Background: an optimization exercise with open tools, aiming at small area and a short achievable clock period. Do not read the settings as production practice.
RTL that was checked went through simulation tests only; none was proved equivalent to the original.
No functional check of the RTL was part of runs 7 and 8.
The flow treats the clock pin as an ideal source, which a real chip does not have.
Power and IR drop assume default switching activity.

$ cat flow/flow/pre_cts.tcl
# Wrap clock_tree_synthesis: after the tree is built, remove its root buffer so that the
# clock port drives the first-level buffers directly.
proc my_remove_clock_root {} {
  set block [ord::get_db_block]
  foreach inst [$block getInsts] {
    set name [$inst getName]
    if {![string match "clkbuf_0_*" $name]} { continue }
    set in_net [[$inst findITerm A] getNet]
    set out_net [[$inst findITerm X] getNet]
    set sinks {}
    foreach it [$out_net getITerms] {
      if {[$it getInst] != $inst} { lappend sinks $it }
    }
    if {[llength $sinks] > 4} {
      puts "keeping clock root $name: it drives [llength $sinks] pins"
      continue
    }
    puts "removing clock root $name driving [llength $sinks] pins"
    foreach it $sinks { $it disconnect }
    [$inst findITerm A] disconnect
    [$inst findITerm X] disconnect
    odb::dbInst_destroy $inst
    foreach it $sinks { $it connect $in_net }
    odb::dbNet_destroy $out_net
  }
}

rename clock_tree_synthesis my_orig_clock_tree_synthesis
proc clock_tree_synthesis {args} {
  my_orig_clock_tree_synthesis {*}$args
  my_remove_clock_root
}
$ cat flow/design.v
`timescale 1ns/10ps
package nic_reg_pkg;
    typedef logic [32-1:0]  reg_word_t;
    typedef logic [8-1:0] reg_idx_t;
    typedef enum logic [8-1:0] {
        REG_STATUS         = 8'd0,
        REG_ERRORS         = 8'd1,
        REG_GOOD_H         = 8'd2,
        REG_GOOD_L         = 8'd3,
        REG_BAD_H          = 8'd4,
        REG_BAD_L          = 8'd5,
        REG_PCI_BASE_H     = 8'd6,
        REG_PCI_BASE_L     = 8'd7,
        REG_PCI_SIZE_H     = 8'd8,
        REG_PCI_SIZE_L     = 8'd9,
        REG_RESET          = 8'd10,
        REG_CLEAR_COUNTERS = 8'd11,
        REG_PACKET_COUNT_H = 8'd32,
        REG_PACKET_COUNT_L = 8'd33,
        REG_LOOPBACK       = 8'd34,
        REG_PAUSE_PCI      = 8'd35
    } reg_index_e;
    typedef enum logic [1:0] {
        OKAY   = 2'd0,
        SLVERR = 2'd2,
        DECERR = 2'd3
    } reg_resp_e;
    typedef struct packed {
        logic      write;
        reg_idx_t  write_index;
        reg_word_t write_data;
        logic      read;
        reg_idx_t  read_index;
    } reg_req_t;
    typedef struct packed {
        logic      write_done;
        reg_resp_e write_resp;
        logic      read_valid;
        reg_word_t read_data;
        reg_resp_e read_resp;
    } reg_rsp_t;
    typedef struct packed {
        logic [64-1:0] pci_base;
        logic [64-1:0] pci_size;
        logic [64-1:0] packet_count;
        logic                   loopback;
    } ctrl_config_t;
endpackage
`timescale 1ns/10ps
package nic_status_pkg;
    typedef struct packed {
        logic good;
        logic bad;
        logic range_err;
    } packet_events_t;
    typedef struct packed {
        logic [32-1:0] tdata;
        logic                        tvalid;
        logic                        tready;
    } seq_beat_t;
    typedef struct packed {
        logic seq_error;
        logic overflow_1;
        logic overflow_0;
        logic pci_range_err;
    } error_flags_t;
    typedef struct packed {
        logic [64-1:0] good_packets;
        logic [64-1:0] bad_packets;
    } status_counters_t;
endpackage
`timescale 1ns/10ps
module nic_control (
    input  logic                          clk,
    input  logic                          resetn,
    input  logic                          req_write,
    input  logic [8-1:0]   req_write_index,
    input  logic [32-1:0]    req_write_data,
    input  logic                          req_read,
    input  logic [8-1:0]   req_read_index,
    output logic                          rsp_write_done,
    output logic [1:0]                    rsp_write_resp,
    output logic                          rsp_read_valid,
    output logic [32-1:0]    rsp_read_data,
    output logic [1:0]                    rsp_read_resp,
    input  logic                          ev_good,
    input  logic                          ev_bad,
    input  logic                          ev_range_err,
    input  logic [32-1:0]   seq_tdata,
    input  logic                          seq_tvalid,
    input  logic                          seq_tready,
    input  logic                          overflow_0,
    input  logic                          overflow_1,
    input  logic                          hbm_cattrip,
    input  logic                          pcs_aligned,
    input  logic                          generator_idle,
    output logic [64-1:0]        cfg_pci_base,
    output logic [64-1:0]        cfg_pci_size,
    output logic [64-1:0]        cfg_packet_count,
    output logic                          cfg_loopback,
    output logic                          gen_packets,
    output logic                          pause_pci,
    output logic                          resetn_out
);
    logic [31:0] wd;
    assign wd = req_write_data;
    logic w_good_h, w_good_l, w_bad_h, w_bad_l;
    logic w_base_h, w_base_l, w_size_h, w_size_l;
    logic w_reset, w_clear, w_cnt_h, w_cnt_l, w_loop, w_pause;
    logic w_ok;
    assign w_good_h = req_write && req_write_index == 8'd2;
    assign w_good_l = req_write && req_write_index == 8'd3;
    assign w_bad_h  = req_write && req_write_index == 8'd4;
    assign w_bad_l  = req_write && req_write_index == 8'd5;
    assign w_base_h = req_write && req_write_index == 8'd6;
    assign w_base_l = req_write && req_write_index == 8'd7;
    assign w_size_h = req_write && req_write_index == 8'd8;
    assign w_size_l = req_write && req_write_index == 8'd9;
    assign w_reset  = req_write && req_write_index == 8'd10;
    assign w_clear  = req_write && req_write_index == 8'd11;
    assign w_cnt_h  = req_write && req_write_index == 8'd32;
    assign w_cnt_l  = req_write && req_write_index == 8'd33;
    assign w_loop   = req_write && req_write_index == 8'd34;
    assign w_pause  = req_write && req_write_index == 8'd35;
    assign w_ok = (req_write_index >= 8'd2 && req_write_index <= 8'd11) ||
                  (req_write_index >= 8'd32 && req_write_index <= 8'd35);
    logic write_err, read_err;
    always_ff @(posedge clk) begin
        rsp_write_done <= resetn && req_write;
        rsp_read_valid <= resetn && req_read;
        gen_packets    <= resetn && w_cnt_l;
        write_err      <= !w_ok;
    end
    assign rsp_write_resp = {write_err, write_err};
    assign rsp_read_resp  = {read_err, read_err};
    logic [31:0] wdr;        
    logic        wdr_one;    
    assign wdr     = resetn ? wd : 32'd0;
    assign wdr_one = !resetn || wd[0];
    always_ff @(posedge clk) begin
        if (w_base_h || !resetn) cfg_pci_base[63:32]     <= {wdr[31:1], wdr_one};
        if (w_base_l || !resetn) cfg_pci_base[31:0]      <= wdr;
        if (w_size_h || !resetn) cfg_pci_size[63:32]     <= {wdr[31:1], wdr_one};
        if (w_size_l || !resetn) cfg_pci_size[31:0]      <= wdr;
        if (w_cnt_h  || !resetn) cfg_packet_count[63:32] <= wdr;
        if (w_cnt_l  || !resetn) cfg_packet_count[31:0]  <= wdr;
        if (w_loop   || !resetn) cfg_loopback            <= wdr[0];
    end
    localparam logic [9:0] RST_IDLE  = 10'h001;
    localparam logic [9:0] RST_START = 10'h20c;
    logic [9:0] reset_lfsr;
    logic       reset_active;
    logic       clear, seq_reset;
    assign reset_active = (reset_lfsr != RST_IDLE);
    always_ff @(posedge clk) begin
        if (!resetn) begin
            reset_lfsr <= RST_IDLE;
        end else if (w_reset) begin
            reset_lfsr <= RST_START;
        end else if (reset_active) begin
            reset_lfsr <= {reset_lfsr[8:0], reset_lfsr[9] ^ reset_lfsr[6]};
        end
        resetn_out <= resetn && !reset_active;
        clear     <= !resetn || reset_active || w_clear;
        seq_reset <= !resetn || reset_active;
    end
    logic [31:0] pause_count;
    logic [31:0] pause_borrow;
    nic_prefix_and #(.W(32)) pause_borrow_i (.x(~pause_count), .c(pause_borrow));
    always_ff @(posedge clk) begin
        if (w_pause || !resetn) begin
            pause_count <= wdr;
            pause_pci   <= |wdr;
        end else begin
            pause_count <= pause_count ^ (pause_borrow & {32{pause_pci}});
            pause_pci   <= pause_pci && |pause_count[31:1];
        end
    end
    logic [63:0] good, bad;
    logic [63:0] good_carry, bad_carry;
    logic        pci_range_err, seq_error;
    logic [31:0] seq_expect;
    logic [31:0] tdata_carry;
    logic        beat, seq_bad;
    nic_prefix_and #(.W(32)) tdata_carry_i (.x(seq_tdata), .c(tdata_carry));
    nic_prefix_and #(.W(64)) good_carry_i  (.x(good),      .c(good_carry));
    nic_prefix_and #(.W(64)) bad_carry_i   (.x(bad),       .c(bad_carry));
    logic [31:0] wdc;
    logic        ld_good_h, ld_good_l, ld_bad_h, ld_bad_l;
    logic        inc_good, inc_bad;
    assign wdc       = clear ? 32'd0 : wd;
    assign ld_good_h = clear || w_good_h;
    assign ld_good_l = clear || w_good_l;
    assign ld_bad_h  = clear || w_bad_h;
    assign ld_bad_l  = clear || w_bad_l;
    assign inc_good  = ev_good && !w_good_h && !w_good_l;
    assign inc_bad   = ev_bad && !w_bad_h && !w_bad_l;
    always_ff @(posedge clk) begin
        good[63:32] <= ld_good_h ? wdc : good[63:32] ^ ({32{inc_good}} & good_carry[63:32]);
        good[31:0]  <= ld_good_l ? wdc : good[31:0]  ^ ({32{inc_good}} & good_carry[31:0]);
        bad[63:32]  <= ld_bad_h  ? wdc : bad[63:32]  ^ ({32{inc_bad}}  & bad_carry[63:32]);
        bad[31:0]   <= ld_bad_l  ? wdc : bad[31:0]   ^ ({32{inc_bad}}  & bad_carry[31:0]);
    end
    always_ff @(posedge clk) begin
        if (clear) begin
            pci_range_err <= 1'b0;
        end else if (ev_range_err) begin
            pci_range_err <= 1'b1;
        end
    end
    assign beat    = seq_tvalid && seq_tready;
    assign seq_bad = (seq_tdata != '0) && (seq_tdata != seq_expect);
    always_ff @(posedge clk) begin
        if (clear) begin
            seq_error <= 1'b0;
        end else if (beat && seq_bad) begin
            seq_error <= 1'b1;
        end
    end
    always_ff @(posedge clk) begin
        if (beat || seq_reset) begin
            seq_expect <= seq_reset ? 32'd1 : seq_tdata ^ tdata_carry;
        end
    end
    logic [31:0] rd_word;
    logic        rd_err;
    logic [15:0] rsel;
    logic        rlo, rhi;
    assign rlo = req_read_index[7:4] == 4'd0;
    assign rhi = req_read_index[7:2] == 6'd8;
    for (genvar k = 0; k < 12; k++) begin : g_rs
        assign rsel[k] = rlo && req_read_index[3:0] == k;
    end
    for (genvar k = 0; k < 4; k++) begin : g_rh
        assign rsel[12+k] = rhi && req_read_index[1:0] == k;
    end
    assign rd_err  = !(rlo && req_read_index[3:0] <= 4'd10) && !rhi;
    assign rd_word = ({32{rsel[0]}}  & {30'd0, !hbm_cattrip, pcs_aligned})
                   | ({32{rsel[1]}}  & {28'd0, seq_error, overflow_1, overflow_0, pci_range_err})
                   | ({32{rsel[2]}}  & good[63:32])
                   | ({32{rsel[3]}}  & good[31:0])
                   | ({32{rsel[4]}}  & bad[63:32])
                   | ({32{rsel[5]}}  & bad[31:0])
                   | ({32{rsel[6]}}  & cfg_pci_base[63:32])
                   | ({32{rsel[7]}}  & cfg_pci_base[31:0])
                   | ({32{rsel[8]}}  & cfg_pci_size[63:32])
                   | ({32{rsel[9]}}  & cfg_pci_size[31:0])
                   | ({32{rsel[10]}} & {31'd0, reset_active})
                   | ({32{rsel[13]}} & {31'd0, !generator_idle})
                   | ({32{rsel[14]}} & {31'd0, cfg_loopback})
                   | ({32{rsel[15]}} & pause_count);
    always_ff @(posedge clk) begin
        rsp_read_data <= rd_word;
        read_err      <= rd_err;
    end
endmodule
module nic_prefix_and #(
    parameter int W = 32
) (
    input  logic [W-1:0] x,
    output logic [W-1:0] c
);
    assign c[0] = 1'b1;
    for (genvar i = 1; i < W; i++) begin : g_c
        assign c[i] = &x[i-1:0];
    end
endmodule
$ cat flow/flow/run.sh
#!/bin/bash
set -euo pipefail
cd "$(dirname "$0")/.."
FLOWDIR=$(pwd)/flow
cat >> config.mk <<EOC
export BUFFER_PORTS_ARGS = -buffer_cell sky130_fd_sc_hd__buf_1
export PRE_CTS_TCL = $FLOWDIR/pre_cts.tcl
export DONT_USE_CELLS = $(cat $FLOWDIR/slow_cells.txt)
EOC
bash standard.sh > flow_standard.log 2>&1
$ cat flow/config.mk
export PLATFORM = sky130hd
export DESIGN_NAME = nic_control
export DESIGN_NICKNAME = nic_control
export VERILOG_FILES = /design/flow/design.v
export SDC_FILE = /design/flow/constraint.sdc
export NUM_CORES = 4
export LEC_CHECK = 0
export CAP_MARGIN = 20
export CORE_MARGIN = 2
export CORE_UTILIZATION = 55
export CTS_CLUSTER_DIAMETER = 80
export CTS_CLUSTER_SIZE = 25
export PLACE_DENSITY = 0.7
export SETUP_SLACK_MARGIN = 2.8
export SLEW_MARGIN = 70
export TNS_END_PERCENT = 5
export BUFFER_PORTS_ARGS = -buffer_cell sky130_fd_sc_hd__buf_1
export PRE_CTS_TCL = /design/flow/flow/pre_cts.tcl
export DONT_USE_CELLS = sky130_fd_sc_hd__or4_1 sky130_fd_sc_hd__or4_2 sky130_fd_sc_hd__or4_4 sky130_fd_sc_hd__or4b_1 sky130_fd_sc_hd__or4b_2 sky130_fd_sc_hd__or4b_4 sky130_fd_sc_hd__or4bb_1 sky130_fd_sc_hd__or4bb_2 sky130_fd_sc_hd__or4bb_4 sky130_fd_sc_hd__nor4_1 sky130_fd_sc_hd__nor4_2 sky130_fd_sc_hd__nor4_4 sky130_fd_sc_hd__nor4b_1 sky130_fd_sc_hd__nor4b_2 sky130_fd_sc_hd__nor4b_4 sky130_fd_sc_hd__nor4bb_1 sky130_fd_sc_hd__nor4bb_2 sky130_fd_sc_hd__nor4bb_4 sky130_fd_sc_hd__or3_1 sky130_fd_sc_hd__or3_2 sky130_fd_sc_hd__or3_4 sky130_fd_sc_hd__or3b_1 sky130_fd_sc_hd__or3b_2 sky130_fd_sc_hd__or3b_4
$ cat flow/flow/slow_cells.txt
sky130_fd_sc_hd__or4_1 sky130_fd_sc_hd__or4_2 sky130_fd_sc_hd__or4_4 sky130_fd_sc_hd__or4b_1 sky130_fd_sc_hd__or4b_2 sky130_fd_sc_hd__or4b_4 sky130_fd_sc_hd__or4bb_1 sky130_fd_sc_hd__or4bb_2 sky130_fd_sc_hd__or4bb_4 sky130_fd_sc_hd__nor4_1 sky130_fd_sc_hd__nor4_2 sky130_fd_sc_hd__nor4_4 sky130_fd_sc_hd__nor4b_1 sky130_fd_sc_hd__nor4b_2 sky130_fd_sc_hd__nor4b_4 sky130_fd_sc_hd__nor4bb_1 sky130_fd_sc_hd__nor4bb_2 sky130_fd_sc_hd__nor4bb_4 sky130_fd_sc_hd__or3_1 sky130_fd_sc_hd__or3_2 sky130_fd_sc_hd__or3_4 sky130_fd_sc_hd__or3b_1 sky130_fd_sc_hd__or3b_2 sky130_fd_sc_hd__or3b_4
$ cat flow/standard.sh
#!/bin/bash
# synth_recipe.tcl (not shown) runs the flow's synth.tcl, then flattens the netlist and writes it again
# the make line also repeats each setting of config.mk as NAME=value (left out here)
make -C /OpenROAD-flow-scripts/flow DESIGN_CONFIG=/design/flow/config.mk WORK_HOME=/design/flow/orfs CLKGATE_MAP_FILE= SYNTH_SCRIPT=/design/flow/synth_recipe.tcl "${@:-finish}"
$ cat flow/constraint.sdc
create_clock -name core_clock -period 5.0 [get_ports {clk}]
set_input_delay 1.0000 -clock core_clock [delete_from_list [all_inputs] [get_ports {clk}]]
set_output_delay 1.0000 -clock core_clock [all_outputs]
set_load 0.01 [all_outputs]
==> notes.md, run 1 <==
status=finished clean; Syn-to-layout area delta=18.60%; Final period util=45.23%; Main synth FF type=edfxtp_1; Site Rows=70; EDFF count, synth=225; Clock power frac=26.0%; Initial Util=55.50%; global-route wire length before repair=94560 um; sw frac=31.21%; worst skew pair latency=0.45 ns; largest net degree at the start of global routing=65; synthesized cell area=20170 um2; Util after Layout=65.82%; IO Pins=328; total gr overflow=0; post-route ant nets=0; total negative slack=0 ns; critical path class=in2reg; CP startpoint kind=input pin; internal power=5.923 mW; Setup-failing EPs final=0; max-slew violation count=0; synth unique cells=69; Max Cap Violations=0; synthesized area per cell=10.91 um2; wire length per cell=24.34 um; Peak VDD IR=280.8 uV; most frequent cells in the layout=buf_1 (269), nor2_1 (225), edfxtp_1 (225), dfxtp_1 (211), a211oi_1 (118); Vias=16829; core box area=36350 um2; Hold Slack=0.4712 ns; Comb pwr share=21.4%; syn_nets=1952; most common cell after layout, fill and taps aside=buf_1; drt via density=6.310; net switching power=2.687 mW; Hold Crit Class=reg2reg; Die Footprint=38230 um2; critical path capture point type=register; PortBufs=327; sequential power share=52.6%; YS warnings=1; Power Dens Cells=359.9 nW/um2; Final Hold Fails=0; Least-Margin Pin Slew=0.4891 ns; vias in the first global route=15890; R2R Path End=bad[63]; Seq cells post-synth=438; Die X-Extent=195.5 um; antenna violations before repair=2; clock tree from TritonCTS=done; Syn Inst Count=1849; Layout Skew=0.02440 ns; layout cells sized above 1=14.94%; Power Total=8.610 mW; DP Worst Slack=1.693 ns; maximum clock frequency=442.1 MHz; CTS Buf Count=24; Die H=195.5 um; crit-path max FO=6; clock slew at reported path FFs=0.10 ns; Layout Nets=2280; Pleak=8.196 nW; WP data required=5.37 ns; worst r2r path cells=6; ys async rst share=0%; Rel. slew slack=67.39%; worst r2r src=bad[7]; DP Wirelength=45580 um; RD Place Congestion=0.8861; Worst Hold Path Cells=1; r2r setup slk=2.75 ns; RSZ-0062 raised after global routing=yes; final-layout fill cell count=2740; GRT Resource Usage Total=32.40%; Post-Route WL=64900 um; Final WS setup=2.738 ns; drt first-iter violations=1791; Worst Hold Endpoint=reset_lfsr[3]; # DRC=0; final worst path period need=2.262 ns; hold_sp=reset_lfsr[2]; Seq/Total Area, Yosys=54.63%; clk sinks=438; Critical Path AT=2.63 ns; 1st-pass router iterations=6
==> routing by layer <==
layer  up-vias  track usage [%]  part of all wire, %
met1      8228            44.57                   41
met4         4            14.87                  4.6
met3       171            5.734                  9.3
li1       7519                -                    -
met5         -                0                0.049
met2       907            50.29                   45
==> area by class of cell <==
type,count,area (um2),area share (%)
antenna,4,10.01,0.04184
clock buffer,32,640.6,2.678
clock inverter,11,131.4,0.5491
inverter,20,75.07,0.3138
multi-input combinational,1269,9014,37.67
sequential,438,11030,46.08
tap,468,585.6,2.447
timing repair buffer,425,2444,10.21
==> cells in the mapped netlist, drive strengths merged, types with 4 or more instances <==
library cell  number  area share, %
o211a              6           0.30
o21a               6           0.22
mux4              29            3.2
dfxtp            213             21
nand2b            14           0.43
or2                6           0.19
a21o               4           0.15
nand4             78            2.6
nor2b             17           0.54
nand3             91            2.3
nor2             235            4.4
xor2              93            4.0
and2              53            1.6
clkbuf            87            1.6
ha                 9           0.56
nor3              51            1.4
edfxtp           225             33
a211oi           123            4.6
mux2i              4           0.20
and3              36            1.1
a22oi             94            3.5
nand3b             6           0.22
o21ai             41            1.0
inv               20           0.37
and4              26            1.1
nand2             65            1.2
o41ai              5           0.22
xnor2            107            4.6
a21oi             32           0.79
buf               40            1.2
==> critical path: stages <==
cell and delay, ns:
buf_1 0.09, and4_2 0.28, and2_4 0.18, clkbuf_4 0.20
and4_4 0.35, nand4_1 0.14, xor2_1 0.17, a211oi_1 0.21
==> registers in the layout, indices dropped and copies added, names as in the netlist, 10 cells and up <==
name	flops
cfg_pci_size	64
cfg_packet_count	64
good	64
reset_lfsr	10
bad	64
seq_expect	32
cfg_pci_base	64
pause_count	32
rsp_read_data	32
==> logic make-up (layout without fill, tap and decap cells) <==
group / after synthesis / after routing / synth area share [%]
fa+ha+maj: 9 / 9 / 0.5582
xor+xnor: 200 / 200 / 8.683
compound gates: 336 / 336 / 11.87
other cells: 0 / 4 / 0
simple gates: 683 / 688 / 17.45
mux: 36 / 36 / 3.604
buf+inv: 147 / 488 / 3.200
flops: 438 / 438 / 54.63
==> what timing repair did <==
action | CTS | global route
cloned | 3 | 3
gates resized for setup | 58 | 82
hold endpoints to repair | 0 | 0
endpoints found under the setup margin | 359 | 271
hold buffers | 0 | 0
setup buffers | 18 | 28
pin swaps | 8 | 27
==> power groups by stage <==
stage | Combinational [mW] | Clock (mW) | Sequential [mW]
after detailed placement | 1.74 | 0 | 4.59
after CTS | 1.78 | 2.25 | 4.51
after global routing | 1.98 | 2.35 | 4.56
after global placement | 1.54 | 0 | 4.66
after floorplan | 1.09 | 0 | 4.55
final | 1.84 | 2.24 | 4.53
==> worst max path at each step <==
stage / from / end / cells after the start
after floorplan: seq_tdata[0] / seq_expect[31] / 9
after global placement: req_read_index[5] / rsp_read_data[19] / 7
after detailed placement: seq_tdata[0] / seq_expect[31] / 8
after CTS: ev_bad / bad[34] / 8
after global routing: req_write_index[6] / bad[18] / 9
final: ev_bad / bad[52] / 8
==> stage by stage <==
step,area (um2),instances
2_1_floorplan,20290,1849
4_1_cts,23330,2629
5_1_grt,23920,2663
6_report,23930,2667
3_5_place_dp,22200,2565
3_3_place_gp,21740,2543
==> inputs of run 2 (changes only) <==
--- a/flow/config.mk
+++ b/flow/config.mk
@@ -11,5 +11,5 @@
 export CTS_CLUSTER_DIAMETER = 80
 export CTS_CLUSTER_SIZE = 25
-export PLACE_DENSITY = 0.7
+export PLACE_DENSITY = 0.8
 export SETUP_SLACK_MARGIN = 2.8
 export SLEW_MARGIN = 70
==> notes.md, run 2 <==
status=finished clean; Site Rows=70; share of the synthesized area in the top cell type=33.49%; clk sinks=438; vias in the first global route=16485; highest routed layer=met4; Final WS setup=2.668 ns; WL met1=24800 um; Crit path buffers/inverters=2; Layout Nets=2265; CP peak stage delay=0.33 ns; DP Wirelength=44440 um; crit-path max FO=8; clock tree from TritonCTS=done; DR WL met2=29610 um; clock slew at reported path FFs=0.10 ns; Die Footprint=38230 um2; 1st-pass router iterations=6; Critical Path AT=2.68 ns; WP data required=5.34 ns; synth cell count leaders=nor2_1 (234), edfxtp_1 (225), dfxtp_1 (213); Critical Path, Cell by Cell=buf_1 -> and2_4 -> a41oi_4 -> buf_8 -> and4_4 -> nand4_1 -> xor2_1 -> a211oi_1; Post-Route WL=64700 um; Comb pwr share=21.3%; CTS hold repair buffers=0; Post-Place Cells=2562; synthesized cell area=20170 um2; R2R Path End=good[58]; Final period util=46.64%; Least-Margin Pin Slew=0.4823 ns; YS warnings=1; maximum clock frequency=428.8 MHz; synth unique cells=69; Setup-failing EPs final=0; count leader, synth=nor2_1; drt first-iter violations=2216; Initial Util=55.50%; syn_nets=1952; critical path class=in2reg; post-route ant nets=0; Main synth FF type=edfxtp_1; Die X-Extent=195.5 um; Max Cap Violations=0; antenna violations before repair=1; worst r2r src=good[9]; CTS Buf Count=23; total negative slack=0 ns; most frequent cells in the layout=buf_1 (278), edfxtp_1 (225), nor2_1 (222), dfxtp_1 (210), a211oi_1 (116); Worst Hold Path Cells=1; register area=11030 um2; design area=23630 um2; critical path capture point type=register; GRT Resource Usage Total=32.52%; Synth area leader=edfxtp_1; worst r2r path cells=7; CP max-delay cell=and4_4; DP Worst Slack=1.702 ns; Die H=195.5 um; r2r setup slk=2.76 ns; PortBufs=327; most common cell after layout, fill and taps aside=buf_1; Multi-input gate area=9052 um2; core box area=36350 um2; largest net degree at the start of global routing=65; WL met3=7043 um; net switching power=2.622 mW; DP Area=22130 um2; CP startpoint kind=input pin; final worst path period need=2.332 ns; internal power=5.772 mW; Largest delay share family, worst path=simple AND/OR/NAND/NOR gates; Power Dens Cells=355.3 nW/um2; Util after Layout=65.00%; wire length per cell=24.43 um; Seq/Total Area, Yosys=54.63%; RSZ-0062 raised after global routing=yes; # DRC=0; max-slew violation count=0; layout cells sized above 1=14.00%; Peak VDD IR=291.5 uV; final-layout fill cell count=2716; Pleak=8.032 nW; synth top area cells=edfxtp_1 (33%), dfxtp_1 (21%), xnor2_1 (4.6%); Seq cells post-synth=438; worst skew pair latency=0.44 ns; global-route wire length before repair=96310 um; EDFF count, synth=225; Hold Crit Class=reg2reg; drt via density=6.420; Vias=17000; Layout Cells excl Fill=2648; hold_sp=reset_lfsr[8]; Hold Slack=0.4851 ns; total gr overflow=0; RD Place Congestion=0.9412; sequential power share=54.0%; Syn Inst Count=1849; Clock power frac=24.7%; Layout Skew=0.03043 ns; Rel. slew slack=67.84%; Power Total=8.394 mW; Syn-to-layout area delta=17.12%; Final Hold Fails=0; ys async rst share=0%; synthesized area per cell=10.91 um2; sw frac=31.24%; Worst Hold Endpoint=reset_lfsr[9]; IO Pins=328
run 2: cell counts after synthesis:
Identical to the previous run, type by type.
run 2: what timing repair did:
item                       in CTS  in global routing
setup endpoints to repair     370                261
resized for setup              57                 77
setup buffers                  17                 15
cloned                          6                  2
pin swaps                      12                 36
run 2: worst max path at each step:
stage / start / end / slack, ns / cells after the start
floorplan: seq_tdata[0] / seq_expect[31] / 2.24 / 9
global placement: req_read_index[5] / rsp_read_data[14] / 1.42 / 7
detailed placement: seq_tdata[0] / seq_expect[31] / 1.70 / 8
CTS: req_read_index[1] / rsp_read_data[3] / 2.66 / 7
global route: req_write_index[0] / bad[61] / 2.64 / 7
finish: req_write / good[44] / 2.67 / 8
run 2: cells by family (layout without fill, tap and decap cells):
family | Yosys count | count (layout) | share of synthesized area [%]
AND/OR/NAND/NOR | 683 | 691 | 17.45
flip-flops | 438 | 438 | 54.63
AO/OA/AOI/OAI | 336 | 336 | 11.87
XOR/XNOR | 200 | 200 | 8.683
buffers and inverters | 147 | 469 | 3.200
multiplexers | 36 | 36 | 3.604
adder cells (fa/ha/maj) | 9 | 9 | 0.5582
other | 0 | 1 | 0
run 2: final cells by class:
cell class | instances | area share (%)
Antenna cell | 1 | 0.01059
Clock buffer | 32 | 2.531
Clock inverter | 9 | 0.3442
Inverter | 20 | 0.3177
Multi-Input combinational cell | 1272 | 38.31
Sequential cell | 438 | 46.67
Tap cell | 468 | 2.478
Timing Repair Buffer | 408 | 9.331
run 2: power by group through the flow:
stage	sequential, mW	clock (mW)	combinational, mW
2_1_floorplan	4.55	0	1.09
3_3_place_gp	4.61	0	1.54
3_5_place_dp	4.59	0	1.67
4_1_cts	4.51	2.07	1.70
5_1_grt	4.57	2.18	1.93
6_report	4.53	2.07	1.79
run 2: layer usage:
| metal | vias to the layer above | global-route usage [%] |
|---|---|---|
| met5 | - | 0 |
| met1 | 8218 | 43.88 |
| met2 | 1126 | 52.21 |
| met3 | 193 | 5.233 |
| li1 | 7463 | - |
| met4 | 0 | 14.22 |
==> inputs of run 3 (changes only) <==
--- a/flow/config.mk
+++ b/flow/config.mk
@@ -8,8 +8,8 @@
 export CAP_MARGIN = 20
 export CORE_MARGIN = 2
-export CORE_UTILIZATION = 55
+export CORE_UTILIZATION = 65
 export CTS_CLUSTER_DIAMETER = 80
 export CTS_CLUSTER_SIZE = 25
-export PLACE_DENSITY = 0.8
+export PLACE_DENSITY = 0.78
 export SETUP_SLACK_MARGIN = 2.8
 export SLEW_MARGIN = 70
==> notes.md, run 3 <==
drt via density=6.687; layout cells sized above 1=13.41%; Seq/Total Area, Yosys=54.63%; synthesized area per cell=10.91 um2; total gr overflow=0; Pleak=8.019 nW; Worst Hold Path Cells=1; Final Hold Fails=0; crit-path max FO=14; syn_nets=1952; 1st-pass router iterations=6; GRT Resource Usage Total=37.35%; most common cell after layout, fill and taps aside=buf_1; Setup-failing EPs final=0; Least-Margin Pin Slew=0.4832 ns; Layout Nets=2274; Util after Layout=76.53%; Critical Path AT=2.76 ns; most frequent cells in the layout=buf_1 (276), nor2_1 (225), edfxtp_1 (225), dfxtp_1 (210), a211oi_1 (115); highest routed layer=met5; total negative slack=0 ns; antenna violations before repair=2; critical path capture point type=register; clock tree from TritonCTS=done; Power Dens Cells=350.4 nW/um2; PortBufs=327; RD Place Congestion=0.9348; DP Wirelength=44110 um; # DRC=0; synth cell count leaders=nor2_1 (234), edfxtp_1 (225), dfxtp_1 (213); Die Footprint=32460 um2; vias in the first global route=16178; Layout Skew=0.01708 ns; status=finished clean; Seq cells post-synth=438; max-slew violation count=0; clock slew at reported path FFs=0.10 ns; synth unique cells=69; core box area=30590 um2; final worst path period need=2.437 ns; CTS hold repair buffers=0; count leader, synth=nor2_1; RSZ-0062 raised after global routing=yes; Rel. slew slack=67.79%; CP startpoint kind=input pin; WL met3=8030 um; Max Cap Violations=0; final-layout fill cell count=2020; share of the synthesized area in the top cell type=33.49%; Syn-to-layout area delta=16.05%; IO Pins=328; Post-Route WL=64190 um; Die H=180.2 um; synth top area cells=edfxtp_1 (33%), dfxtp_1 (21%), xnor2_1 (4.6%); drt first-iter violations=2577; wire length per cell=24.86 um; Final period util=48.75%; critical path class=in2reg; worst r2r path cells=7; post-route ant nets=0; global-route wire length before repair=95030 um; Main synth FF type=edfxtp_1; Syn Inst Count=1849; Peak VDD IR=300.3 uV; worst skew pair latency=0.42 ns; clk sinks=438; largest net degree at the start of global routing=70; WP data required=5.33 ns; synthesized cell area=20170 um2; Synth area leader=edfxtp_1; Hold Crit Class=reg2reg; YS warnings=1; Initial Util=65.95%; ys async rst share=0%; CTS Buf Count=21; DR WL met2=28580 um; Site Rows=64; Die X-Extent=180.2 um; WL met1=24470 um; Vias=17267; maximum clock frequency=410.3 MHz; EDFF count, synth=225
[run 3: worst paths after layout]
| check | slack, ns | startpoint | end |
|---|---|---|---|
| setup reg to reg | 2.68 | bad[20] | bad[50] |
| setup / recovery | 2.56 | req_write_index[4] | bad[50] |
| hold / removal | 0.49 | reset_lfsr[7] | reset_lfsr[8] |
| hold reg to reg | 0.49 | reset_lfsr[7] | reset_lfsr[8] |
[run 3: layout make-up]
type	instances	area, um2	share of cell area, %
Inverter	20	75.07	0.3207
Timing Repair Buffer	420	2307	9.855
Multi-Input combinational cell	1271	8929	38.14
Antenna cell	1	2.502	0.01069
Clock inverter	2	11.26	0.04810
Sequential cell	438	11030	47.10
Clock buffer	34	564.3	2.410
Tap cell	396	495.5	2.116
[run 3: kinds of logic (layout without fill, tap and decap cells)]
kind of cell / after synthesis / in the layout / synth area share (%)
AO/OA/AOI/OAI: 336 / 336 / 11.87
other: 0 / 1 / 0
multiplexers: 36 / 36 / 3.604
AND/OR/NAND/NOR: 683 / 690 / 17.45
flip-flops: 438 / 438 / 54.63
adder cells (fa/ha/maj): 9 / 9 / 0.5582
XOR/XNOR: 200 / 200 / 8.683
buffers and inverters: 147 / 476 / 3.200
[run 3: metrics by stage]
stage	setup slack (ns)	hold slack (ns)	cell area (um2)	cells	power, mW
2_1_floorplan	2.240	0.4372	20290	1849	5.634
3_3_place_gp	1.340	0.4495	21670	2471	6.155
3_5_place_dp	1.705	0.4621	22060	2492	6.286
4_1_cts	2.648	0.4855	22920	2546	8.125
5_1_grt	2.467	0.5005	23410	2581	8.495
6_report	2.563	0.4882	23410	2582	8.204
[run 3: power by group]
part / total, mW / internal (mW) / switching (mW)
Sequential: 4.53 / 4.20 / 0.326
Combinational: 1.77 / 0.691 / 1.08
Clock: 1.90 / 0.784 / 1.11
Total: 8.20 / 5.68 / 2.52
[run 3: timing repair]
action / in CTS / in global routing
cloned: 3 / 5
gates resized for setup: 49 / 48
setup endpoints to repair: 372 / 328
setup buffers: 15 / 27
pin swaps: 10 / 17
endpoints found under the hold margin: 0 / 0
[run 3: per-layer routing]
metal,GRT usage [%],vias to the layer above
met3,7.357,215
li1,-,7470
met2,57.24,1300
met5,0,-
met4,14.39,2
met1,53.00,8280
[run 3: worst max-delay path: stages]
cell and delay [ns]:
clkbuf_2 0.12, nor3_4 0.28, buf_4 0.16, nand4_1 0.14, buf_6 0.20, and4_4 0.20, buf_12 0.14, nand4_1 0.12
xor2_1 0.10, a211oi_1 0.29
==> inputs of run 4 (changes only) <==
--- a/flow/config.mk
+++ b/flow/config.mk
@@ -8,8 +8,8 @@
 export CAP_MARGIN = 20
 export CORE_MARGIN = 2
-export CORE_UTILIZATION = 65
+export CORE_UTILIZATION = 45
 export CTS_CLUSTER_DIAMETER = 80
 export CTS_CLUSTER_SIZE = 25
-export PLACE_DENSITY = 0.78
+export PLACE_DENSITY = 0.7
 export SETUP_SLACK_MARGIN = 2.8
 export SLEW_MARGIN = 70
==> notes.md, run 4 <==
antenna violations before repair=3; WP data required=5.39 ns; ant diodes=0; critical path class=in2reg; Die X-Extent=215.7 um; Least-Margin Pin Slew=0.5101 ns; Site Rows=77; share of the synthesized area in the top cell type=33.49%; wire length per cell=24.51 um; YS warnings=1; PortBufs=327; Peak VDD IR=259.3 uV; Layout Skew=0.02009 ns; RD Place Congestion=0.8942; Power Total=8.814 mW; Critical Path, Cell by Cell=buf_1 -> nor3_2 -> nand3_1 -> nor2_4 -> buf_4 -> a22oi_1 -> nand3_1; IO Pins=328; drt via density=6.039; DP Wirelength=47130 um; total negative slack=0 ns; worst skew pair latency=0.46 ns; global-route wire length before repair=99260 um; Seq/Total Area, Yosys=54.63%; Initial Util=45.62%; critical path capture point type=register; vias in the first global route=16246; internal power=6.025 mW; CP max-delay cell=nor2_4; most used cell, CP=nand3_1; XOR/XNOR Fraction of Synth Area=8.683%; status=finished clean; Synth area leader=edfxtp_1; Final period util=45.66%; clock tree from TritonCTS=done; CP peak stage delay=0.35 ns; maximum clock frequency=438.0 MHz; final worst path period need=2.283 ns; CTS Buf Count=27; layout cells sized above 1=14.96%; # DRC=0; sw frac=31.64%; Syn Inst Count=1849; synth unique cells=69; most frequent cells in the layout=buf_1 (273), edfxtp_1 (225), nor2_1 (224), dfxtp_1 (210), a211oi_1 (115); Hold Slack=0.4860 ns; Util after Layout=54.54%; net switching power=2.788 mW; synth cell count leaders=nor2_1 (234), edfxtp_1 (225), dfxtp_1 (213); synthesized cell area=20170 um2; Pleak=8.216 nW; synthesized area per cell=10.91 um2; Layout Nets=2274; Critical Path AT=2.67 ns; area share of fa/ha/maj cells after synthesis=0.5582%; 1st-pass router iterations=5; Comb pwr share=21.6%; Rel. slew slack=65.88%; Seq cells post-synth=438; post-route ant nets=0; Clock power frac=27.0%; Post-Place Cells=2692; drt first-iter violations=1753; Power Dens Cells=365.4 nW/um2; Compound-Gate Fraction of Synth Area=11.87%; Main synth FF type=edfxtp_1; Syn-to-layout area delta=19.56%; Layout Cells excl Fill=2784; Max Cap Violations=0; final-layout fill cell count=3755; Post-Route WL=68230 um; clock slew at reported path FFs=0.09 ns; max-slew violation count=0; synth top area cells=edfxtp_1 (33%), dfxtp_1 (21%), xnor2_1 (4.6%); core box area=44220 um2; Die H=215.7 um; sequential power share=51.4%; most common cell after layout, fill and taps aside=buf_1; total gr overflow=0; RSZ-0062 raised after global routing=yes; GRT Resource Usage Total=27.65%; CP startpoint kind=input pin; CTS hold repair buffers=0; Vias=16812; ys async rst share=0%; crit-path max FO=15; Final Hold Fails=0; EDFF count, synth=225; multiplexer area fraction after synthesis=3.604%; count leader, synth=nor2_1; Setup-failing EPs final=0; syn_nets=1952; Hold Crit Class=reg2reg; largest family of logic cells by synthesized area=simple AND/OR/NAND/NOR gates; Die Footprint=46540 um2; simple-gate share of the synthesized area=17.45%; largest net degree at the start of global routing=67; clk sinks=438
run 4: cell counts after synthesis:
Identical to the previous run, type by type.
run 4: layer usage:
| metal | vias up | global-route usage (%) | wire length, um |
|---|---|---|---|
| met2 | 909 | 43.86 | 31600 |
| met1 | 8247 | 37.35 | 27000 |
| met5 | - | 0 | 32 |
| met3 | 167 | 5.595 | 6786 |
| li1 | 7483 | - | - |
| met4 | 6 | 10.69 | 2804 |
run 4: final timing paths:
kind	slack [ns]	to	cells after the start	start
max	2.72	rsp_read_data[23]	7	req_read_index[5]
min	0.49	reset_lfsr[6]	1	reset_lfsr[5]
max reg2reg	2.84	good[55]	6	good[7]
min reg2reg	0.49	reset_lfsr[6]	1	reset_lfsr[5]
run 4: power by group through the flow:
stage	registers (mW)	logic [mW]	clock network (mW)
floorplan	4.55	1.09	0
global placement	4.64	1.57	0
detailed placement	4.60	1.79	0
CTS	4.51	1.82	2.40
global route	4.57	2.05	2.52
finish	4.53	1.90	2.38
run 4: cells by family (layout without fill, tap and decap cells):
group | Yosys count | in the layout
DFF | 438 | 438
AOI/OAI and AO/OA | 336 | 336
and+or+nand+nor | 683 | 689
xor gates and xnor gates | 200 | 200
muxes | 36 | 36
buffers and inverters | 147 | 484
adders and majority gates | 9 | 9
run 4: metrics by stage:
step                      worst slack (ns)  area (um2)
after floorplan                      2.240       20290
after global placement               1.521       21900
after detailed placement             1.730       22320
after CTS                            2.680       23560
after global routing                 2.683       24120
final                                2.717       24120
run 4: final cells by class:
type / count / area, um2 / share of cell area, %
clock buffers: 33 / 718.2 / 2.978
repair buffers: 415 / 2350 / 9.742
clock inverters: 16 / 152.6 / 0.6329
flip-flops and latches: 438 / 11030 / 45.72
multi-input cells: 1270 / 9056 / 37.55
well taps: 592 / 740.7 / 3.071
inverters: 20 / 75.07 / 0.3113
run 4: critical path: cells and delay by family:
family	cells	cell delay (ns)
AOI/OAI and AO/OA	1	0.12
buffers and inverters	2	0.48
and+or+nand+nor	4	1.07
run 4: repair_timing:
action | CTS | global route
gates cloned | 5 | 6
setup endpoints to repair | 332 | 292
setup buffers | 20 | 11
pin swaps | 14 | 31
resized for setup | 57 | 81
==> inputs of run 5 (changes only) <==
--- a/flow/config.mk
+++ b/flow/config.mk
@@ -8,5 +8,5 @@
 export CAP_MARGIN = 20
 export CORE_MARGIN = 2
-export CORE_UTILIZATION = 45
+export CORE_UTILIZATION = 55
 export CTS_CLUSTER_DIAMETER = 80
 export CTS_CLUSTER_SIZE = 25
@@ -14,5 +14,5 @@
 export SETUP_SLACK_MARGIN = 2.8
 export SLEW_MARGIN = 70
-export TNS_END_PERCENT = 5
+export TNS_END_PERCENT = 10
 export BUFFER_PORTS_ARGS = -buffer_cell sky130_fd_sc_hd__buf_1
 export PRE_CTS_TCL = /design/flow/flow/pre_cts.tcl
==> notes.md, run 5 <==
Syn Inst Count=1849; Rel. slew slack=68.00%; vias in the first global route=15914; status=finished clean; count leader, synth=nor2_1; global-route wire length before repair=95600 um; core box area=36350 um2; ys async rst share=0%; most common cell after layout, fill and taps aside=buf_1; PortBufs=327; YS warnings=1; Vias=17039; Peak VDD IR=270.5 uV; Seq cells post-synth=438; CTS Buf Count=23; Layout Skew=0.02804 ns; clock slew at reported path FFs=0.10 ns; DP Wirelength=45560 um; Critical Path AT=2.52 ns; Least-Margin Pin Slew=0.4784 ns; worst skew pair latency=0.43 ns; syn_nets=1952; RSZ-0062 raised after global routing=yes; drt via density=6.377; clock tree from TritonCTS=done; maximum clock frequency=419.8 MHz; Seq/Total Area, Yosys=54.63%; RD Place Congestion=0.8975; EDFF count, synth=225; drt first-iter violations=1998; CP max-delay cell=nor3_4; Initial Util=55.50%; total gr overflow=0; Final Hold Fails=0; sequential power share=53.5%; Pleak=8.189 nW; synth cell count leaders=nor2_1 (234), edfxtp_1 (225), dfxtp_1 (213); Clock power frac=24.9%; final worst path period need=2.382 ns; WP data required=5.14 ns; Final period util=47.64%; Final WS setup=2.618 ns; Syn-to-layout area delta=18.69%; Main synth FF type=edfxtp_1; wire length per cell=24.63 um; critical path class=in2reg; most frequent cells in the layout=buf_1 (275), nor2_1 (225), edfxtp_1 (225), dfxtp_1 (210), a211oi_1 (109); DP Worst Slack=1.723 ns; synth unique cells=69; Setup-failing EPs final=0; Post-Route WL=65800 um; Crit path buffers/inverters=4; synth top area cells=edfxtp_1 (33%), dfxtp_1 (21%), xnor2_1 (4.6%); Synth area leader=edfxtp_1; Max Cap Violations=0; Power Dens Cells=352.4 nW/um2; Comb pwr share=21.6%; Die Footprint=38230 um2; CP peak stage delay=0.27 ns; 1st-pass router iterations=8; Critical Path, Cell by Cell=buf_6 -> nor3_4 -> and2_4 -> nand3b_1 -> buf_6 -> o21ai_4 -> buf_12 -> clkbuf_16; internal power=5.833 mW; Largest delay share family, worst path=simple AND/OR/NAND/NOR gates; Layout Nets=2289; share of the synthesized area in the top cell type=33.49%; Die H=195.5 um; max-slew violation count=0; crit-path max FO=8; critical path capture point type=register; CP startpoint kind=input pin; # DRC=0; GRT Resource Usage Total=32.58%; Hold Crit Class=reg2reg; antenna violations before repair=1; net switching power=2.605 mW; most used cell, CP=buf_6; layout cells sized above 1=15.12%; sw frac=30.87%; total negative slack=0 ns; largest net degree at the start of global routing=65; post-route ant nets=0; Die X-Extent=195.5 um; synthesized area per cell=10.91 um2; synthesized cell area=20170 um2; IO Pins=328; clk sinks=438; Site Rows=70
[run 5: area by class of cell]
class / instances / area, um2
sequential: 438 / 11030
antenna: 2 / 5.005
timing repair buffer: 432 / 2511
inverter: 20 / 75.07
fill: 2800 / 12400
multi-input combinational: 1272 / 9051
clock buffer: 31 / 584.3
tap: 468 / 585.6
clock inverter: 9 / 105.1
[run 5: power by group through the flow]
stage          Clock, mW  Combinational, mW  Sequential [mW]
3_3_place_gp           0               1.54             4.64
6_report            2.10               1.82             4.51
4_1_cts             2.11               1.77             4.50
2_1_floorplan          0               1.09             4.55
3_5_place_dp           0               1.74             4.58
5_1_grt             2.24               1.96             4.55
[run 5: cells by family (layout without fill, tap and decap cells)]
group                      count (synthesis)  in the layout  share of synthesized area (%)
AOI/OAI and AO/OA                        336            336                          11.87
xor gates and xnor gates                 200            200                          8.683
adders and majority gates                  9              9                         0.5582
buffers and inverters                    147            492                          3.200
DFF                                      438            438                          54.63
muxes                                     36             36                          3.604
other                                      0              2                              0
and+or+nand+nor                          683            691                          17.45
[run 5: worst register-to-register path, cell delays in order, from the launching register on]
cell and delay [ns]:
dfxtp_1 0.45, and3_1 0.41, nand4_1 0.42, nor2_1 0.36, nand4_1 0.15, xor2_1 0.16
a211oi_1 0.25
[run 5: worst paths after layout]
path / from / end / slack, ns / cells after the start
worst max-delay path: req_write_index[6] / cfg_pci_size[36] / 2.62 / 8
worst min-delay path: reset_lfsr[2] / reset_lfsr[3] / 0.48 / 1
worst max register to register: bad[22] / bad[50] / 2.72 / 6
worst min register to register: reset_lfsr[2] / reset_lfsr[3] / 0.48 / 1
[run 5: routing by layer]
metal	wire length, um	part of all wire [%]	vias up	GRT usage [%]
met2	30200	46	1026	51.38
met1	26390	40	8339	45.97
met4	2424	3.7	0	10.97
met3	6790	10	151	5.458
met5	0	0	-	0
li1	-	-	7523	-
[run 5: per-stage QoR]
step / std cells / hold slack (ns) / utilization, % / instance area [um2] / total power, mW
6_report: 2672 / 0.4799 / 65.88 / 23940 / 8.438
3_3_place_gp: 2543 / 0.4537 / 59.81 / 21740 / 6.183
4_1_cts: 2632 / 0.4846 / 63.91 / 23230 / 8.385
2_1_floorplan: 1849 / 0.4372 / - / 20290 / 5.634
3_5_place_dp: 2565 / 0.4610 / 60.95 / 22150 / 6.321
5_1_grt: 2670 / 0.5018 / 65.86 / 23940 / 8.741
[run 5: what timing repair did]
action / in CTS / in global routing
hold buffers: 0 / 0
buffers inserted: 24 / 28
pin swaps: 12 / 41
gates cloned: 3 / 8
resized for setup: 54 / 103
endpoints found under the setup margin: 495 / 445
==> inputs of run 6 (changes only) <==
--- a/flow/config.mk
+++ b/flow/config.mk
@@ -12,7 +12,7 @@
 export CTS_CLUSTER_SIZE = 25
 export PLACE_DENSITY = 0.7
-export SETUP_SLACK_MARGIN = 2.8
+export SETUP_SLACK_MARGIN = 3.0
 export SLEW_MARGIN = 70
-export TNS_END_PERCENT = 10
+export TNS_END_PERCENT = 5
 export BUFFER_PORTS_ARGS = -buffer_cell sky130_fd_sc_hd__buf_1
 export PRE_CTS_TCL = /design/flow/flow/pre_cts.tcl
==> notes.md, run 6 <==
status=finished clean; IO Pins=328; Seq cells post-synth=438; Critical Path AT=2.66 ns; 1st-pass router iterations=6; share of the synthesized area in the top cell type=33.49%; Peak VDD IR=281.0 uV; clock slew at reported path FFs=0.10 ns; Initial Util=55.50%; RD Place Congestion=0.8861; Synth area leader=edfxtp_1; core box area=36350 um2; internal power=5.940 mW; max-slew violation count=0; total negative slack=0 ns; CP peak stage delay=0.30 ns; WP data required=5.35 ns; CTS hold repair buffers=0; final worst path period need=2.308 ns; sequential power share=52.4%; global-route wire length before repair=96900 um; Main synth FF type=edfxtp_1; EDFF count, synth=225; post-route ant nets=0; Site Rows=70; Die H=195.5 um; Comb pwr share=21.8%; Die X-Extent=195.5 um; clk sinks=438; Power Total=8.641 mW; Syn-to-layout area delta=20.64%; crit-path max FO=8; Layout Cells excl Fill=2678; drt via density=6.377; net switching power=2.702 mW; synth top area cells=edfxtp_1 (33%), dfxtp_1 (21%), xnor2_1 (4.6%); Hold Crit Class=reg2reg; Rel. slew slack=68.46%; GRT Resource Usage Total=33.13%; synth cell count leaders=nor2_1 (234), edfxtp_1 (225), dfxtp_1 (213); Power Dens Cells=355.1 nW/um2; GR peak layer=met2; Post-Route WL=67220 um; syn_nets=1952; Layout Skew=0.02265 ns; ys async rst share=0%; largest net degree at the start of global routing=65; Pleak=8.404 nW; total gr overflow=0; clock tree from TritonCTS=done; Critical Path, Cell by Cell=buf_6 -> and2_4 -> a41oi_4 -> buf_8 -> buf_6 -> nand4_1 -> nor3_2 -> xnor2_1 -> a211oi_1; Layout Nets=2294; wire length per cell=25.10 um; CTS Buf Count=24; Least-Margin Pin Slew=0.4730 ns; synth unique cells=69; Vias=17077; vias in the first global route=16122; Post-Place Cells=2565; RSZ-0062 raised after global routing=yes; critical path class=in2reg; layout cells sized above 1=15.57%; antenna violations before repair=1; most frequent cells in the layout=buf_1 (268), edfxtp_1 (225), nor2_1 (223), dfxtp_1 (211), a211oi_1 (120); synthesized area per cell=10.91 um2; Util after Layout=66.96%; drt first-iter violations=2025; maximum clock frequency=433.3 MHz; CP max-delay cell=a41oi_4; met3 Use GR=5.268%; Global Route met2 Usage=52.31%; Seq/Total Area, Yosys=54.63%; Hold Slack=0.4641 ns; # DRC=0; PortBufs=327; Die Footprint=38230 um2; Max Cap Violations=0; CP startpoint kind=input pin; Final period util=46.16%; synthesized cell area=20170 um2; critical path capture point type=register; YS warnings=1; Setup-failing EPs final=0; most used cell, CP=buf_6; Final Hold Fails=0; sw frac=31.26%; DP Wirelength=45580 um; Clock power frac=25.8%; count leader, synth=nor2_1; most common cell after layout, fill and taps aside=buf_1; M1 GR Usage=45.77%; worst skew pair latency=0.44 ns; Syn Inst Count=1849
-- run 6: through the flow --
stage               setup slack, ns  cell area, um2
floorplan                     2.240           20290
global placement              1.457           21740
detailed placement            1.693           22200
CTS                           2.769           23720
global route                  2.621           24330
finish                        2.692           24340
-- run 6: power by group through the flow --
| stage | combinational, mW | sequential, mW | clock, mW |
|---|---|---|---|
| after floorplan | 1.09 | 4.55 | 0 |
| after global placement | 1.54 | 4.66 | 0 |
| after detailed placement | 1.74 | 4.59 | 0 |
| after CTS | 1.82 | 4.52 | 2.25 |
| after global routing | 2.01 | 4.57 | 2.35 |
| final | 1.88 | 4.53 | 2.23 |
-- run 6: worst paths after layout --
check / from / to / slack [ns] / depth (start not counted)
worst max-delay path: req_write / good[21] / 2.69 / 9
worst min-delay path: reset_lfsr[2] / reset_lfsr[3] / 0.46 / 1
worst max register to register: bad[7] / bad[38] / 2.72 / 6
worst min register to register: reset_lfsr[2] / reset_lfsr[3] / 0.46 / 1
-- run 6: layer usage --
metal,wire length [um],vias to the layer above
met5,13,-
met1,26500,8295
li1,-,7538
met2,30330,1047
met3,6929,195
met4,3451,2
-- run 6: kinds of logic (layout without fill, tap and decap cells) --
group,after synthesis,in the layout,share of synthesized area [%]
AND/OR/NAND/NOR,683,689,17.45
flip-flops,438,438,54.63
AO/OA/AOI/OAI,336,336,11.87
XOR/XNOR,200,200,8.683
buffers and inverters,147,501,3.200
multiplexers,36,36,3.604
adder cells (fa/ha/maj),9,9,0.5582
other,0,1,0
-- run 6: repair_timing --
item,in CTS,in global routing
pin swaps,20,24
cloned,7,7
setup buffers,31,20
endpoints found under the setup margin,537,535
resized for setup,109,72
hold endpoints to repair,0,0
-- run 6: worst max-delay path: cells and delay by family --
family          cells  cell delay (ns)
compound gates      2             0.53
xor+xnor            1             0.11
buf+inv             3             0.42
simple gates        3             0.58
-- run 6: area by class of cell --
type                       instances  area, um2
inverter                          20      75.07
clock inverter                    11      131.4
multi-input combinational       1270       9057
sequential                       438      11030
tap                              468      585.6
timing repair buffer             438       2819
antenna                            1      2.502
fill                            2688      12010
clock buffer                      32      640.6
==> inputs of run 7 (changes only) <==
--- a/flow/design.v
+++ b/flow/design.v
@@ -180,8 +180,6 @@
     logic [63:0] good_carry, bad_carry;
     logic        pci_range_err, seq_error;
-    logic [31:0] seq_expect;
-    logic [31:0] tdata_carry;
+    logic [31:0] seq_prior;
     logic        beat, seq_bad;
-    nic_prefix_and #(.W(32)) tdata_carry_i (.x(seq_tdata), .c(tdata_carry));
     nic_prefix_and #(.W(64)) good_carry_i  (.x(good),      .c(good_carry));
     nic_prefix_and #(.W(64)) bad_carry_i   (.x(bad),       .c(bad_carry));
@@ -210,5 +208,11 @@
     end
     assign beat    = seq_tvalid && seq_tready;
-    assign seq_bad = (seq_tdata != '0) && (seq_tdata != seq_expect);
+    logic [32:0] seq_diff;
+    logic [31:0] seq_step_ok;
+    assign seq_diff = {1'b0, seq_tdata ^ seq_prior};
+    for (genvar i = 0; i < 32; i++) begin : g_seq
+        assign seq_step_ok[i] = seq_diff[i] ? (seq_diff[i+1] ^ seq_tdata[i]) : !seq_diff[i+1];
+    end
+    assign seq_bad = (seq_tdata != '0) && !(seq_diff[0] && &seq_step_ok);
     always_ff @(posedge clk) begin
         if (clear) begin
@@ -220,5 +224,5 @@
     always_ff @(posedge clk) begin
         if (beat || seq_reset) begin
-            seq_expect <= seq_reset ? 32'd1 : seq_tdata ^ tdata_carry;
+            seq_prior <= seq_reset ? 32'd0 : seq_tdata;
         end
     end
--- a/flow/config.mk
+++ b/flow/config.mk
@@ -9,9 +9,9 @@
 export CORE_MARGIN = 2
 export CORE_UTILIZATION = 55
-export CTS_CLUSTER_DIAMETER = 80
-export CTS_CLUSTER_SIZE = 25
+export CTS_CLUSTER_DIAMETER = 60
+export CTS_CLUSTER_SIZE = 20
 export PLACE_DENSITY = 0.7
-export SETUP_SLACK_MARGIN = 3.0
-export SLEW_MARGIN = 70
+export SETUP_SLACK_MARGIN = 2.8
+export SLEW_MARGIN = 20
 export TNS_END_PERCENT = 5
 export BUFFER_PORTS_ARGS = -buffer_cell sky130_fd_sc_hd__buf_1
==> notes.md, run 7 <==
GR peak layer=met2; critical path class=in2reg; final worst path period need=2.518 ns; GRT Resource Usage Total=35.55%; Max Cap Violations=0; clock slew at reported path FFs=0.08 ns; most common cell after layout, fill and taps aside=buf_1; # DRC=0; met3 Use GR=6.068%; core box area=36430 um2; synthesized cell area=20250 um2; synth cell count leaders=nor2_1 (269), edfxtp_1 (225), dfxtp_1 (213); RD Place Congestion=0.9688; Hold Crit Class=reg2reg; worst skew pair latency=0.37 ns; share of the synthesized area in the top cell type=33.37%; global-route wire length before repair=102500 um; most frequent cells in the layout=buf_1 (318), nor2_1 (262), edfxtp_1 (225), dfxtp_1 (212), a211oi_1 (118); critical path capture point type=register; Vias=17810; total gr overflow=0; design area=23790 um2; Post-Route WL=71400 um; Die X-Extent=195.9 um; M1 GR Usage=51.87%; Setup-failing EPs final=0; total negative slack=0 ns; synth top area cells=edfxtp_1 (33%), dfxtp_1 (21%), nor2_1 (5.0%); DP Area=21790 um2; vias in the first global route=16378; PortBufs=327; max-slew violation count=0; wire length per cell=26.08 um; Die Footprint=38360 um2; Synth area leader=edfxtp_1; Rel. slew slack=24.96%; 1st-pass router iterations=6; status=finished clean; Syn-to-layout area delta=17.48%; CP startpoint kind=input pin; Pleak=8.015 nW; drt first-iter violations=2174; CTS Buf Count=35; Die H=195.9 um; Initial Util=55.57%; Layout Skew=0.01357 ns; antenna violations before repair=4; Hold Slack=0.4844 ns; Layout Nets=2338; crit-path max FO=25; WP data required=5.29 ns; Peak VDD IR=272.7 uV; synthesized area per cell=10.46 um2; drt via density=6.505; Least-Margin Pin Slew=1.123 ns; Critical Path AT=2.81 ns; DP Wirelength=49340 um; Final period util=50.35%; Site Rows=70; Power Dens Cells=349.0 nW/um2; syn_nets=2034; synth unique cells=63; Syn Inst Count=1936; largest net degree at the start of global routing=65; layout cells sized above 1=9.356%; Final Hold Fails=0; Main synth FF type=edfxtp_1; YS warnings=1; RSZ-0062 raised after global routing=yes; maximum clock frequency=397.2 MHz; count leader, synth=nor2_1; EDFF count, synth=225; clock tree from TritonCTS=done; Global Route met2 Usage=53.16%; IO Pins=328; ys async rst share=0%; clk sinks=438; Seq/Total Area, Yosys=54.43%; post-route ant nets=0; Seq cells post-synth=438; final-layout fill cell count=2877
-- run 7: what timing repair did --
action,4_1_cts,5_1_grt
setup endpoints to repair,385,382
gates resized for setup,65,43
setup buffers,25,12
pin swaps,16,13
gates cloned,5,3
hold buffers,0,0
-- run 7: worst max-delay path, stage by stage --
cell	delay (ns)
clkbuf_8	0.23
nor2b_1	0.92
a21oi_1	0.19
nor2_1	0.20
a221oi_1	0.07
nand3_1	0.18
-- run 7: final cells by class --
class	instances	area, um2	area share [%]
Sequential cell	438	11020	46.35
Multi-Input combinational cell	1353	8967	37.70
Timing Repair Buffer	389	1917	8.058
Clock buffer	42	933.4	3.924
Tap cell	468	585.6	2.462
Clock inverter	20	259.0	1.089
Inverter	24	90.09	0.3787
Antenna cell	4	10.01	0.04208
-- run 7: path summary, 6_finish.rpt --
check / from / slack, ns / endpoint / depth (start not counted)
setup / recovery: req_read_index[0] / 2.48 / rsp_read_data[7] / 6
hold / removal: reset_lfsr[8] / 0.48 / reset_lfsr[9] / 2
setup reg to reg: pause_pci / 2.62 / pause_count[31] / 7
hold reg to reg: reset_lfsr[8] / 0.48 / reset_lfsr[9] / 2
-- run 7: cells by family (layout without fill, tap and decap cells) --
logic type,count (synthesis),in the layout,share of synthesized area [%]
AO/OA/AOI/OAI,382,384,13.60
adder cells (fa/ha/maj),4,4,0.2472
buffers and inverters,151,475,3.139
other,0,4,0
AND/OR/NAND/NOR,770,774,19.52
flip-flops,438,438,54.43
XOR/XNOR,151,151,6.532
multiplexers,40,40,2.534
-- run 7: layer usage --
metal	share of wire, %	up-vias
li1	-	7824
met3	12	181
met2	44	1138
met1	40	8665
met5	0.017	-
met4	4.2	2
-- run 7: stage by stage --
stage	setup slack [ns]	instances	power [mW]	utilization, %
2_1_floorplan	2.313	1936	4.934	-
3_3_place_gp	1.675	2627	5.365	59.80
3_5_place_dp	1.609	2627	5.389	59.80
4_1_cts	2.405	2719	8.257	64.44
5_1_grt	2.413	2735	8.533	65.26
6_report	2.482	2738	8.303	65.29
-- run 7: report_power, final --
part,internal [mW],switching (mW),leakage (nW)
sequential,4.09,0.257,3.94
combinational,0.347,0.700,3.51
clock,1.54,1.37,0.568
==> inputs of run 8 (changes only) <==
--- a/flow/config.mk
+++ b/flow/config.mk
@@ -9,6 +9,6 @@
 export CORE_MARGIN = 2
 export CORE_UTILIZATION = 55
-export CTS_CLUSTER_DIAMETER = 60
-export CTS_CLUSTER_SIZE = 20
+export CTS_CLUSTER_DIAMETER = 80
+export CTS_CLUSTER_SIZE = 25
 export PLACE_DENSITY = 0.7
 export SETUP_SLACK_MARGIN = 2.8
==> notes.md, run 8 <==
CTS hold repair buffers=0; Hold Crit Class=reg2reg; syn_nets=2034; crit-path max FO=25; drt via density=6.493; GRT Resource Usage Total=35.10%; Max Cap Violations=0; IO Pins=328; clock tree from TritonCTS=done; Hold Slack=0.4791 ns; core box area=36430 um2; largest net degree at the start of global routing=65; global-route wire length before repair=101800 um; worst skew pair latency=0.45 ns; antenna violations before repair=4; final-layout fill cell count=3006; r2r setup slk=2.67 ns; worst r2r path cells=7; EDFF count, synth=225; Seq/Total Area, Yosys=54.43%; Final Hold Fails=0; Post-Route WL=69840 um; Initial Util=55.57%; max-slew violation count=0; # DRC=0; DP Area=21790 um2; Layout Nets=2325; total gr overflow=0; post-route ant nets=0; Power Total=7.542 mW; Critical Path AT=3.00 ns; Pleak=7.759 nW; hold_sp=reset_lfsr[5]; Setup-failing EPs final=0; maximum clock frequency=381.6 MHz; WP data required=5.37 ns; 1st-pass router iterations=6; drt first-iter violations=2198; Worst Hold Endpoint=reset_lfsr[6]; synthesized cell area=20250 um2; Final WS setup=2.380 ns; design area=23190 um2; RSZ-0062 raised after global routing=yes; Layout Cells excl Fill=2714; YS warnings=1; Syn-to-layout area delta=14.52%; synthesized area per cell=10.46 um2; RD Place Congestion=0.9688; Worst Hold Path Cells=1; Die X-Extent=195.9 um; DP Worst Slack=1.609 ns; wire length per cell=25.73 um; final worst path period need=2.620 ns; Post-Place Cells=2627; Die H=195.9 um; Rel. slew slack=17.65%; Seq cells post-synth=438; share of the synthesized area in the top cell type=33.37%; synth cell count leaders=nor2_1 (269), edfxtp_1 (225), dfxtp_1 (213); CP startpoint kind=input pin; vias in the first global route=16242; Site Rows=70; Syn Inst Count=1936; synth unique cells=63; clk sinks=438; status=finished clean; Power Dens Cells=325.3 nW/um2; DP Wirelength=49340 um; Least-Margin Pin Slew=1.233 ns; R2R Path End=pause_count[31]; Util after Layout=63.64%; most common cell after layout, fill and taps aside=buf_1; Main synth FF type=edfxtp_1; total negative slack=0 ns; Vias=17622; critical path class=in2reg; Final period util=52.41%; worst r2r src=pause_pci; Layout Skew=0.02430 ns; count leader, synth=nor2_1; critical path capture point type=register; Peak VDD IR=261.6 uV; Synth area leader=edfxtp_1; clock slew at reported path FFs=0.10 ns; most frequent cells in the layout=buf_1 (320), nor2_1 (262), edfxtp_1 (225), dfxtp_1 (212), a211oi_1 (121); CTS Buf Count=24; layout cells sized above 1=8.151%; ys async rst share=0%; PortBufs=327; Die Footprint=38360 um2; synth top area cells=edfxtp_1 (33%), dfxtp_1 (21%), nor2_1 (5.0%)
==> run 8: metal layers <==
metal | routed length [um] | GRT usage, % | up-vias | part of all wire (%)
met2 | 30340 | 53.00 | 1168 | 43
met3 | 8652 | 6.068 | 172 | 12
met4 | 2767 | 11.53 | 6 | 4.0
met5 | 37 | 0 | - | 0.053
met1 | 28040 | 51.54 | 8490 | 40
li1 | - | - | 7786 | -
==> run 8: worst max-delay path: stages <==
cell and delay, ns:
clkbuf_4 0.32, nor2b_1 1.01, a21oi_1 0.20, nor2_1 0.21, a221oi_1 0.08, nand3_1 0.16
==> run 8: where the power goes <==
part	internal, mW	leakage (nW)	switching (mW)
combinational	0.340	3.46	0.688
clock	0.914	0.364	1.26
sequential	4.09	3.94	0.258
total	5.34	7.76	2.20
==> run 8: layout make-up <==
type / instances / area, um2 / share of cell area, %
inverters: 24 / 90.09 / 0.3885
well taps: 468 / 585.6 / 2.525
clock inverters: 13 / 128.9 / 0.5558
flip-flops and latches: 438 / 11020 / 47.55
clock buffers: 30 / 611.8 / 2.639
diodes: 1 / 2.502 / 0.01079
repair buffers: 389 / 1852 / 7.987
multi-input cells: 1351 / 8891 / 38.35
==> run 8: repair_timing <==
action | CTS | global route
endpoints found under the hold margin | 0 | 0
cloned | 5 | 1
gates resized for setup | 56 | 20
endpoints found under the setup margin | 357 | 352
buffers inserted | 26 | 11
pin swaps | 19 | 6
==> run 8: worst max path at each step <==
stage                                   from                 to  slack, ns  depth (start not counted)
after floorplan           req_write_index[4]    cfg_pci_size[0]       2.31                          4
after global placement    req_write_index[4]            bad[63]       1.67                          8
after detailed placement  req_write_index[4]            bad[63]       1.61                          8
after CTS                  req_read_index[1]  rsp_read_data[10]       2.45                          7
after global routing      req_write_index[6]           good[15]       2.43                         10
final                      req_read_index[0]   rsp_read_data[7]       2.38                          6
==> run 8: cells by family after synthesis <==
| group | count (synthesis) | share of synthesized area, % |
|---|---|---|
| buffers and inverters | 151 | 3.139 |
| AND/OR/NAND/NOR | 770 | 19.52 |
| XOR/XNOR | 151 | 6.532 |
| adder cells (fa/ha/maj) | 4 | 0.2472 |
| AO/OA/AOI/OAI | 382 | 13.60 |
| flip-flops | 438 | 54.43 |
| multiplexers | 40 | 2.534 |

-- afterwards: timing with drivers on the ports --
How much do the figures lean on ideal ports? The routed layouts below were timed once more, with nothing changed but the port constraints. Step 1: set_driving_cell puts a clkbuf_16 on clk and a buf_2 on each other input, an assumption about the parent block. Step 2 moves the port delays by t, midway between the first and last clock arrival at a register: inputs arrive t later, outputs are due t later. That takes back most of the time a late clock gives input paths. a / b / c = ideal / step 1 / step 2; a / b = the first two.
run | t, ns | setup slack, ns | clock arrival spread, ns | worst data-port slew with drivers (ns)
run 1 | 0.500 | 2.738 / 2.746 / 2.248 | 0.028 / 0.028 | 0.10
run 2 | 0.498 | 2.668 / 2.687 / 2.189 | 0.031 / 0.030 | 0.09
run 3 | 0.480 | 2.563 / 2.604 / 2.124 | 0.018 / 0.019 | 0.12
run 4 | 0.516 | 2.717 / 2.736 / 2.220 | 0.022 / 0.022 | 0.09
run 5 | 0.491 | 2.618 / 2.653 / 2.162 | 0.029 / 0.029 | 0.10
run 6 | 0.497 | 2.692 / 2.724 / 2.229 | 0.030 / 0.029 | 0.12
run 7 | 0.483 | 2.482 / 2.555 / 2.071 | 0.019 / 0.019 | 0.10
run 8 | 0.508 | 2.380 / 2.410 / 1.902 | 0.026 / 0.026 | 0.10
After both steps setup and hold are still met in every run listed. For run 4, which loses most, drivers alone change the setup slack by +0.019 ns; drivers and shift together by -0.497 ns.
